Context: an optimization exercise on an open-source flow, tuned for small area and a short achievable clock period. The choices shown serve that exercise and are no tape-out recipe.
In this exercise RTL edits were held to simulation tests only and were not proved equivalent to the original.
No activity file was given, so power comes from the tool's default toggle rates.

Design fir_sym_top, start of the top module:
module fir_sym_top (
  input  logic                 clk,
  input  logic                 rst_n,
  input  logic                 in_valid,
  input  fir_pkg::sample_t     in_data,
  input  logic                 coef_wr,
  input  fir_pkg::coef_addr_t  coef_addr,
  input  fir_pkg::coef_t       coef_data,
  output logic                 out_valid,
  output fir_pkg::acc_t        out_data
);
  fir_pkg::sample_t in_q;
  logic             in_vq, rst_q;
  always_ff @(posedge clk) begin
    in_q  <= in_data;
    rst_q <= ~rst_n;
    if (!rst_n) begin
      in_vq <= 1'b0;
    end else begin
      in_vq <= in_valid;
    end
  end
  fir_pkg::sample_t [fir_pkg::NUM_TAPS-1:0] taps;
  logic tap_load, tap_keep;
  fir_pkg::sample_t [fir_pkg::NUM_TAPS-1:0] taps_d;
  assign tap_load = ~rst_q & in_vq;
  assign tap_keep = ~rst_q & ~in_vq;
  for (genvar i = 0; i < fir_pkg::NUM_TAPS * fir_pkg::SAMPLE_W; i++) begin : g_tap
  ...
export LEC_CHECK = 0
export CAP_MARGIN = 20
export CORE_MARGIN = 2
export CORE_UTILIZATION = 55
export CTS_CLUSTER_DIAMETER = 110
export CTS_CLUSTER_SIZE = 26
export PLACE_DENSITY = 0.72
export SLEW_MARGIN = 30
export SYNTH_HIERARCHICAL = 1
create_clock -name core_clock -period 9.0 [get_ports {clk}]
standard.sh (not shown) runs the stock make flow with config.mk's settings and CLKGATE_MAP_FILE= SYNTH_SCRIPT=/design/flow/synth_recipe.tcl, a recipe that flattens the netlist after the stock synthesis.
==> flow/flow/run.sh <==
#!/bin/bash
# The standard layout (standard.sh: the standard synthesis, then ORFS from
# floorplan to finish) with two changes passed to make:
#  - the input and output ports get sky130_fd_sc_hd__buf_2 buffers instead
#    of the cell buffer_ports picks by itself (a clkdlybuf4s50_1 delay
#    cell); every port still gets one;
#  - timing repair aims for 3.4 ns (setup margin 5.6 ns at the 9 ns clock)
#    instead of stopping once the 9 ns clock is met.
# Everything else, including the clock period and constraints, is the
# standard flow's. The full make output is in standard.log.
set -euo pipefail
bash standard.sh "BUFFER_PORTS_ARGS=-buffer_cell sky130_fd_sc_hd__buf_2" \
  SETUP_SLACK_MARGIN=5.6 finish > standard.log 2>&1
Change:
==> flow/run.sh (new file) <==
#!/bin/bash
# synth_recipe.tcl (not shown) runs the flow's synth.tcl, then flattens the netlist and writes it again
# the make line also repeats each setting of config.mk as NAME=value (left out here)
make -C /OpenROAD-flow-scripts/flow DESIGN_CONFIG=/design/flow/config.mk WORK_HOME=/design/flow/orfs CLKGATE_MAP_FILE= SYNTH_SCRIPT=/design/flow/synth_recipe.tcl finish
Settings changed: CAP_MARGIN 20 to 50, CORE_UTILIZATION 55 to 40, CTS_BUF_LIST set to sky130_fd_sc_hd__clkbuf_8, CTS_CLUSTER_DIAMETER 110 to not set, CTS_CLUSTER_SIZE 26 to 24, PLACE_DENSITY 0.72 to not set, SLEW_MARGIN 30 to 70.
removed: flow/flow/run.sh
removed: flow/standard.sh
Power came out higher by about a fifth.
Hold slack got worse by 0.0075 ns.
Critical path depth is unchanged.
Core utilization went down by 14 points.
Via count climbs by a few percent.
Change:
==> flow/flow/run.sh (new file) <==
#!/bin/bash
# The standard layout (standard.sh: the standard synthesis, then ORFS from
# floorplan to finish) with two changes passed to make:
#  - the input and output ports get sky130_fd_sc_hd__buf_2 buffers instead
#    of the cell buffer_ports picks by itself (a clkdlybuf4s50_1 delay
#    cell); every port still gets one;
#  - timing repair aims for 3.4 ns (setup margin 5.6 ns at the 9 ns clock)
#    instead of stopping once the 9 ns clock is met.
# Everything else, including the clock period and constraints, is the
# standard flow's. The full make output is in standard.log.
set -euo pipefail
bash standard.sh "BUFFER_PORTS_ARGS=-buffer_cell sky130_fd_sc_hd__buf_2" \
  SETUP_SLACK_MARGIN=5.6 finish > standard.log 2>&1
==> flow/standard.sh (new file) <==
#!/bin/bash
# synth_recipe.tcl (not shown) runs the flow's synth.tcl, then flattens the netlist and writes it again
# the make line also repeats each setting of config.mk as NAME=value (left out here)
make -C /OpenROAD-flow-scripts/flow DESIGN_CONFIG=/design/flow/config.mk WORK_HOME=/design/flow/orfs CLKGATE_MAP_FILE= SYNTH_SCRIPT=/design/flow/synth_recipe.tcl "${@:-finish}"
Settings changed: CORE_UTILIZATION 40 to 55, CTS_BUF_LIST sky130_fd_sc_hd__clkbuf_8 to not set, CTS_CLUSTER_DIAMETER set to 90, CTS_CLUSTER_SIZE 24 to 18, PLACE_DENSITY set to 0.72.
removed: flow/run.sh
=> The new run went through all stages and came out clean; power is lower by 9.8%; utilization is higher by 15 points; clock power is lower by 30%; register-to-register slack gets better by 0.36 ns; area after synthesis stays the same; combinational power is lower by about 2%; setup slack gets better by 0.36 ns; routed wire length is lower by about 10%.
Change:
==> flow/run.sh (new file) <==
#!/bin/bash
# synth_recipe.tcl (not shown) runs the flow's synth.tcl, then flattens the netlist and writes it again
# the make line also repeats each setting of config.mk as NAME=value (left out here)
make -C /OpenROAD-flow-scripts/flow DESIGN_CONFIG=/design/flow/config.mk WORK_HOME=/design/flow/orfs CLKGATE_MAP_FILE= SYNTH_SCRIPT=/design/flow/synth_recipe.tcl finish
Settings changed: CORE_UTILIZATION 55 to 40, CTS_CLUSTER_DIAMETER 90 to not set, CTS_CLUSTER_SIZE 18 to not set, PLACE_DENSITY 0.72 to not set.
removed: flow/flow/run.sh
removed: flow/standard.sh
The changed run completed without violations; design area came out higher by a few percent; sequential cell count is unchanged; first-iteration DRC count goes up by a few percent; sequential power goes down slightly; maximum frequency came out lower by roughly a tenth.

fir_sym_top again, from the RTL that the note above started with.
Settings: LEC_CHECK=0, CAP_MARGIN=30, CORE_MARGIN=2, CORE_UTILIZATION=55, CTS_CLUSTER_DIAMETER=100, CTS_CLUSTER_SIZE=22, PLACE_DENSITY=0.72, SLEW_MARGIN=45, SYNTH_HIERARCHICAL=1; clock period 9.0 ns.
==> flow/flow/run.sh <==
#!/bin/bash
# The standard layout (standard.sh: the standard synthesis, then ORFS from
# floorplan to finish) with two changes passed to make:
#  - the input and output ports get sky130_fd_sc_hd__buf_2 buffers instead
#    of the cell buffer_ports picks by itself (a clkdlybuf4s50_1 delay
#    cell); every port still gets one;
#  - timing repair aims for 3.4 ns (setup margin 5.6 ns at the 9 ns clock)
#    instead of stopping once the 9 ns clock is met.
# Everything else, including the clock period and constraints, is the
# standard flow's. The full make output is in standard.log.
set -euo pipefail
bash standard.sh "BUFFER_PORTS_ARGS=-buffer_cell sky130_fd_sc_hd__buf_2" \
  SETUP_SLACK_MARGIN=5.6 finish > standard.log 2>&1
==> next run, changes <==
==> flow/run.sh (new file) <==
#!/bin/bash
# synth_recipe.tcl (not shown) runs the flow's synth.tcl, then flattens the netlist and writes it again
# the make line also repeats each setting of config.mk as NAME=value (left out here)
make -C /OpenROAD-flow-scripts/flow DESIGN_CONFIG=/design/flow/config.mk WORK_HOME=/design/flow/orfs CLKGATE_MAP_FILE= SYNTH_SCRIPT=/design/flow/synth_recipe.tcl finish
CAP_MARGIN = 50   (was 30)
CTS_CLUSTER_DIAMETER = not set   (was 100)
CTS_CLUSTER_SIZE = not set   (was 22)
SLEW_MARGIN = 70   (was 45)
removed: flow/flow/run.sh
removed: flow/standard.sh
Worst hold slack loses 0.0041 ns. Via count rose by 4.3%. Worst setup slack got worse by 0.41 ns. Sequential share of layout area shrinks by 1.0 points. Sequential power rose by about 1%. Clock power came out higher by 67%. Cell area is higher by 4.0%. Final cell count rose by 2.1%.
==> next run, changes <==
==> flow/flow/run.sh (new file) <==
#!/bin/bash
# The standard layout (standard.sh: the standard synthesis, then ORFS from
# floorplan to finish) with two changes passed to make:
#  - the input and output ports get sky130_fd_sc_hd__buf_2 buffers instead
#    of the cell buffer_ports picks by itself (a clkdlybuf4s50_1 delay
#    cell); every port still gets one;
#  - timing repair aims for 3.4 ns (setup margin 5.6 ns at the 9 ns clock)
#    instead of stopping once the 9 ns clock is met.
# Everything else, including the clock period and constraints, is the
# standard flow's. The full make output is in standard.log.
set -euo pipefail
bash standard.sh "BUFFER_PORTS_ARGS=-buffer_cell sky130_fd_sc_hd__buf_2" \
  SETUP_SLACK_MARGIN=5.6 finish > standard.log 2>&1
==> flow/standard.sh (new file) <==
#!/bin/bash
# synth_recipe.tcl (not shown) runs the flow's synth.tcl, then flattens the netlist and writes it again
# the make line also repeats each setting of config.mk as NAME=value (left out here)
make -C /OpenROAD-flow-scripts/flow DESIGN_CONFIG=/design/flow/config.mk WORK_HOME=/design/flow/orfs CLKGATE_MAP_FILE= SYNTH_SCRIPT=/design/flow/synth_recipe.tcl "${@:-finish}"
removed: flow/run.sh
- global-route usage went down by 2.0 points
- core utilization hardly moves
- cell area is about the same
- routed wire length went down by about 3.6%
- via count went down by about 3%
- area after synthesis stays the same

==> separate check: timing with driven ports <==
Ports are ideal in the flow. The routed layouts listed here were re-timed in OpenROAD.
Step 1, drivers: a clkbuf_16 drives clk and a buf_2 each remaining input, both assumed.
Step 2 times the ports against the registers' clock, not the clock port: input delays grow and output delays shrink by t, the midpoint of the rising clock arrivals with the driver on.
Slacks: ideal / step 1 / step 2; pairs: ideal / step 1.
run	t, ns	slack for setup (ns)	hold WS [ns]
the first run of note 1	0.846	5.454 / 5.454 / 5.301	0.335 / 0.335 / 0.335
the second run of note 1	1.156	5.158 / 5.158 / 5.158	0.328 / 0.328 / 0.328
the third run of note 1	0.844	5.522 / 5.522 / 5.522	0.331 / 0.331 / 0.331
the fourth run of note 1	0.930	5.153 / 5.153 / 5.153	0.327 / 0.327 / 0.327
the first run of note 2	0.806	5.558 / 5.558 / 5.323	0.332 / 0.332 / 0.332
the second run of note 2	0.910	5.149 / 5.149 / 5.149	0.328 / 0.328 / 0.328
the third run of note 2	0.917	5.510 / 5.510 / 5.510	0.325 / 0.325 / 0.325
After both steps setup and hold are still met in every run listed. The setup slack of the first run of note 2, which loses most, moves by 0.000 ns with the drivers and by -0.235 ns with both steps.
